From an optimization exercise on the open Yosys and OpenROAD flow, aimed at small area, a short achievable clock period and few clock cycles per item; shortcuts taken in it are not production practice.
Only simulation tests tie the RTL to the original design; equivalence was not proved.

maple:
==> flow/design.v (excerpt) <==
module sub_bytes_engine #(
   parameter int WORD_BYTES = 16,
   parameter int LANES      = 1,
   parameter int INVERSE_EN = 1
) (
   input  logic                    clk,
   input  logic                    rst_n,
   input  logic                    in_valid,
   output logic                    in_ready,
   input  logic [8*WORD_BYTES-1:0] in_data,
   input  logic                    in_inv,
   output logic                    out_valid,
   input  logic                    out_ready,
   output logic [8*WORD_BYTES-1:0] out_data,
   output logic                    busy
);
   logic                    v1_q, v2_q;
   logic                    inv1_q, inv2_q;
   logic                    in_inv_e;
   logic                    en;
   logic [8*WORD_BYTES-1:0] s1_d, s1_q;
   logic [8*WORD_BYTES-1:0] s2_d, s2_q;
   assign in_inv_e = in_inv & (INVERSE_EN != 0);
   for (genvar i = 0; i < WORD_BYTES; i++) begin : g_byte
      sb_s01 u_s01 (.si(in_data[8*i +: 8]), .inv(in_inv_e), .so(s1_d[8*i +: 8]));
      sb_s14 u_s14 (.si(s1_q[8*i +: 8]), .inv(1'b0), .so(s2_d[8*i +: 8]));
      sb_s45 u_s45 (.si(s2_q[8*i +: 8]), .inv(inv2_q), .so(out_data[8*i +: 8]));
   end
   assign en        = ~v2_q | out_ready;
   sb_ready u_ready (.full(v2_q), .taken(out_ready), .ready(in_ready));
   assign out_valid = v2_q;
   assign busy      = v1_q | v2_q;
   always_ff @(posedge clk or negedge rst_n) begin
      if (!rst_n) begin
         v1_q <= 1'b0;
         v2_q <= 1'b0;
      end else if (en) begin
         v1_q <= in_valid;
         v2_q <= v1_q;
      end
   end
   always_ff @(posedge clk) begin
      if (en) begin
         inv1_q <= in_inv_e;
         s1_q   <= s1_d;
         inv2_q <= inv1_q;
         s2_q   <= s2_d;
      end
   end
endmodule
Size in the first run: about 260 I/O pins, roughly 28000 um2 of cells after synthesis.
==> flow/config.mk <==
export PLATFORM = sky130hd
export DESIGN_NAME = sub_bytes_engine
export DESIGN_NICKNAME = sub_bytes_engine
export VERILOG_FILES = /design/flow/design.v
export SDC_FILE = /design/flow/constraint.sdc
export NUM_CORES = 4
export LEC_CHECK = 0
export CAP_MARGIN = 5
export CORE_MARGIN = 2
export CORE_UTILIZATION = 60
export SETUP_SLACK_MARGIN = 3.8
export SLEW_MARGIN = 5
export SYNTH_HIERARCHICAL = 1
export SYNTH_MINIMUM_KEEP_SIZE = 0
==> flow/constraint.sdc <==
create_clock -name core_clock -period 7.5 [get_ports {clk}]
set_input_delay 1.5000 -clock core_clock [delete_from_list [all_inputs] [get_ports {clk}]]
set_output_delay 1.5000 -clock core_clock [all_outputs]
set_load 0.01 [all_outputs]
standard.sh (not shown) runs the stock make flow with config.mk's settings and CLKGATE_MAP_FILE= SYNTH_SCRIPT=/design/flow/synth_recipe.tcl, a recipe that flattens the netlist after the stock synthesis.
==> flow/flow/run.sh <==
#!/bin/bash
# The standard layout, with the port buffers made from sky130_fd_sc_hd__buf_1 instead of
# the buffer that buffer_ports picks by default (a slow delay cell).
set -euo pipefail
export BUFFER_PORTS_ARGS="-buffer_cell sky130_fd_sc_hd__buf_1"
bash standard.sh finish > standard_finish.log 2>&1
maple: done, clean on timing, DRC and antenna
Testbench counts of maple, summed over its fixed seeds: cycles 1,616, items 1,600.
Inputs modified between maple and violet:
- SETUP_SLACK_MARGIN: 3.8 -> 3.75
- CAP_MARGIN: 5 -> 20
- SLEW_MARGIN: 5 -> 20
==> comparison <==
- Each of the runs, namely maple and violet, reached the end of the flow and came out clean.
- Of maple and violet, maple shows the higher transition at the pin with the smallest max-transition slack, with violet below it.
- Average routed wire per standard cell (violet vs. maple) increases slightly
- Any difference in final area between violet and maple is small enough to ignore.

========
== nickel ==
sub_bytes_engine again, from the RTL that the note above started with.
// sub_bytes_engine
module sub_bytes_engine #(
   parameter int WORD_BYTES = 16,
   parameter int LANES      = 1,
   parameter int INVERSE_EN = 1
) (
   input  logic                    clk,
   input  logic                    rst_n,
   input  logic                    in_valid,
   output logic                    in_ready,
   input  logic [8*WORD_BYTES-1:0] in_data,
   input  logic                    in_inv,
   output logic                    out_valid,
   input  logic                    out_ready,
   output logic [8*WORD_BYTES-1:0] out_data,
   output logic                    busy
);
   logic                    v1_q, v2_q;
   logic                    inv1_q, inv2_q;
   logic                    in_inv_e;
   logic                    en;
   logic [8*WORD_BYTES-1:0] s1_d, s1_q;
   logic [8*WORD_BYTES-1:0] s2_d, s2_q;
   assign in_inv_e = in_inv & (INVERSE_EN != 0);
   for (genvar i = 0; i < WORD_BYTES; i++) begin : g_byte
      sb_s01 u_s01 (.si(in_data[8*i +: 8]), .inv(in_inv_e), .so(s1_d[8*i +: 8]));
      sb_s14 u_s14 (.si(s1_q[8*i +: 8]), .inv(1'b0), .so(s2_d[8*i +: 8]));
  ...
Settings: LEC_CHECK=0, CAP_MARGIN=20, CORE_MARGIN=2, CORE_UTILIZATION=60, SETUP_SLACK_MARGIN=3.85, SLEW_MARGIN=20, SYNTH_HIERARCHICAL=1, SYNTH_MINIMUM_KEEP_SIZE=0; clock period 7.5 ns.
Scripts as last shown in full above: flow/flow/run.sh
nickel went all the way through synthesis, placement and routing and the layout is clean on timing, DRC and antenna.
Testbench counts of nickel, summed over its fixed seeds: cycles 1,616, items 1,600.
### nickel -> garnet
- CTS_BUF_LIST: unset -> sky130_fd_sc_hd__clkbuf_4 sky130_fd_sc_hd__clkbuf_8
- SETUP_SLACK_MARGIN: 3.85 -> 3.8
==> comparison <==
- Comparing garnet with nickel, the multi-input logic portion of the cell area came out essentially unchanged.
- Comparing nickel and garnet, the lower global-route track usage on met2 was measured on nickel.
- Number of global-route vias before repair is higher on garnet
- Maximum clock skew at final layout, nickel and garnet: higher on garnet
- Summary of garnet over nickel: maximum frequency lost 1.3%, wire length neither gained nor lost much.
- Delta (garnet minus nickel): net count after synthesis level.
[inputs] lagoon vs garnet
- CTS_BUF_LIST removed (was sky130_fd_sc_hd__clkbuf_4 sky130_fd_sc_hd__clkbuf_8)
- GPL_ROUTABILITY_DRIVEN newly set to 0
[summary]
- Having completed the whole flow, garnet delivered a layout that passed the timing, design-rule and antenna checks.
- lagoon finished all stages; the layout is clean.
- The routed wire length was comparable across garnet and lagoon.
- Comparing garnet and lagoon, the lower aggregate global-route resource usage was measured on lagoon.
- Taking garnet as the reference point, the synthesis-to-finish area growth of lagoon rises by 0.73 points.
- Changes observed in lagoon relative to garnet: worst hold margin went up; clock buffer count from CTS now smaller.
- Fmax: lagoon below garnet
- On shortest period the worst path allows, garnet beats lagoon.
- The fraction of area in registers reported for lagoon is smaller than that of garnet by 0.16 points.
- Placed standard-cell area essentially unchanged between lagoon and garnet.
## Diff of input files: raven against lagoon
- removing GPL_ROUTABILITY_DRIVEN (formerly 0)
Notes after the runs:
- raven closes out successfully: all stages finished, all timing, DRC and antenna checks passed.
- Share of layout cells above drive strength 1 was lower in the run labelled raven.
- raven vs lagoon, multi-input logic area went down by 0.81%.
- raven drops fewer vias than lagoon.
#### Input delta (juniper over raven)
- an added CTS_CLUSTER_SIZE of 30
- an added CTS_CLUSTER_DIAMETER of 60
==> flow/flow/run.sh <==
#!/bin/bash
# The standard layout, with the port buffers made from sky130_fd_sc_hd__buf_2 instead of
# the buffer that buffer_ports picks by default (a slow delay cell).
set -euo pipefail
export BUFFER_PORTS_ARGS="-buffer_cell sky130_fd_sc_hd__buf_2"
bash standard.sh finish > standard_finish.log 2>&1
Results
- On cell area after technology mapping, juniper tracks raven almost exactly.
- For the number of antenna violations at the first check in global routing, juniper came in 1 higher than raven did.
- juniper vs raven: worst setup slack up
Here is what was changed in the inputs of quartz compared with juniper.
- CTS_CLUSTER_SIZE removed (was 30)
- CTS_CLUSTER_DIAMETER removed (was 60)
- CORE_UTILIZATION changed from 60 to 40
Findings:
Overall routed net length in quartz is 1.1% lower than in juniper. quartz vs. juniper: met2 usage in global routing down 16 points, final instance count without filler cells up about 7.5%, mean number of vias per cell down about 11%. juniper → quartz: core utilization decreased 22 points; placer's final routability congestion estimate went down by 5.6%. Starting utilization of the core area: higher on juniper. Compare quartz and juniper | buffering overhead lower: quartz. Between quartz and juniper, the worst hold slack after final layout is lower for quartz.

==> port drivers added, routing unchanged <==
The results above use ideal ports. As a check the final layouts listed here were re-extracted and re-timed, cells and wires unchanged.
Step 1, drivers: a clkbuf_16 drives clk and a buf_2 each remaining input, both assumed.
Step 2 adds t to the input delays and takes it off the output delays; t is the mean of the earliest and latest rising clock arrival at the registers after step 1. Input paths then give back, and output paths get back, about the clock's delay inside the block.
Slacks: ideal ports / drivers / drivers and shift; pairs: ideal ports / drivers.
run | t (ns) | slack for setup (ns) | worst data-port slew with drivers (ns)
maple | 0.594 | 3.837 / 3.778 / 3.712 | 0.06
violet | 0.595 | 3.818 / 3.760 / 3.724 | 0.06
nickel | 0.595 | 3.909 / 3.851 / 3.710 | 0.06
garnet | 0.668 | 3.863 / 3.808 / 3.695 | 0.07
lagoon | 0.639 | 3.794 / 3.731 / 3.849 | 0.07
raven | 0.594 | 3.837 / 3.778 / 3.712 | 0.06
juniper | 0.633 | 3.866 / 3.811 / 3.905 | 0.07
quartz | 0.588 | 3.880 / 3.821 / 3.959 | 0.08
After both steps setup and hold are still met in every run listed. For nickel, which loses most, drivers alone change the setup slack by -0.058 ns; drivers and shift together by -0.199 ns.
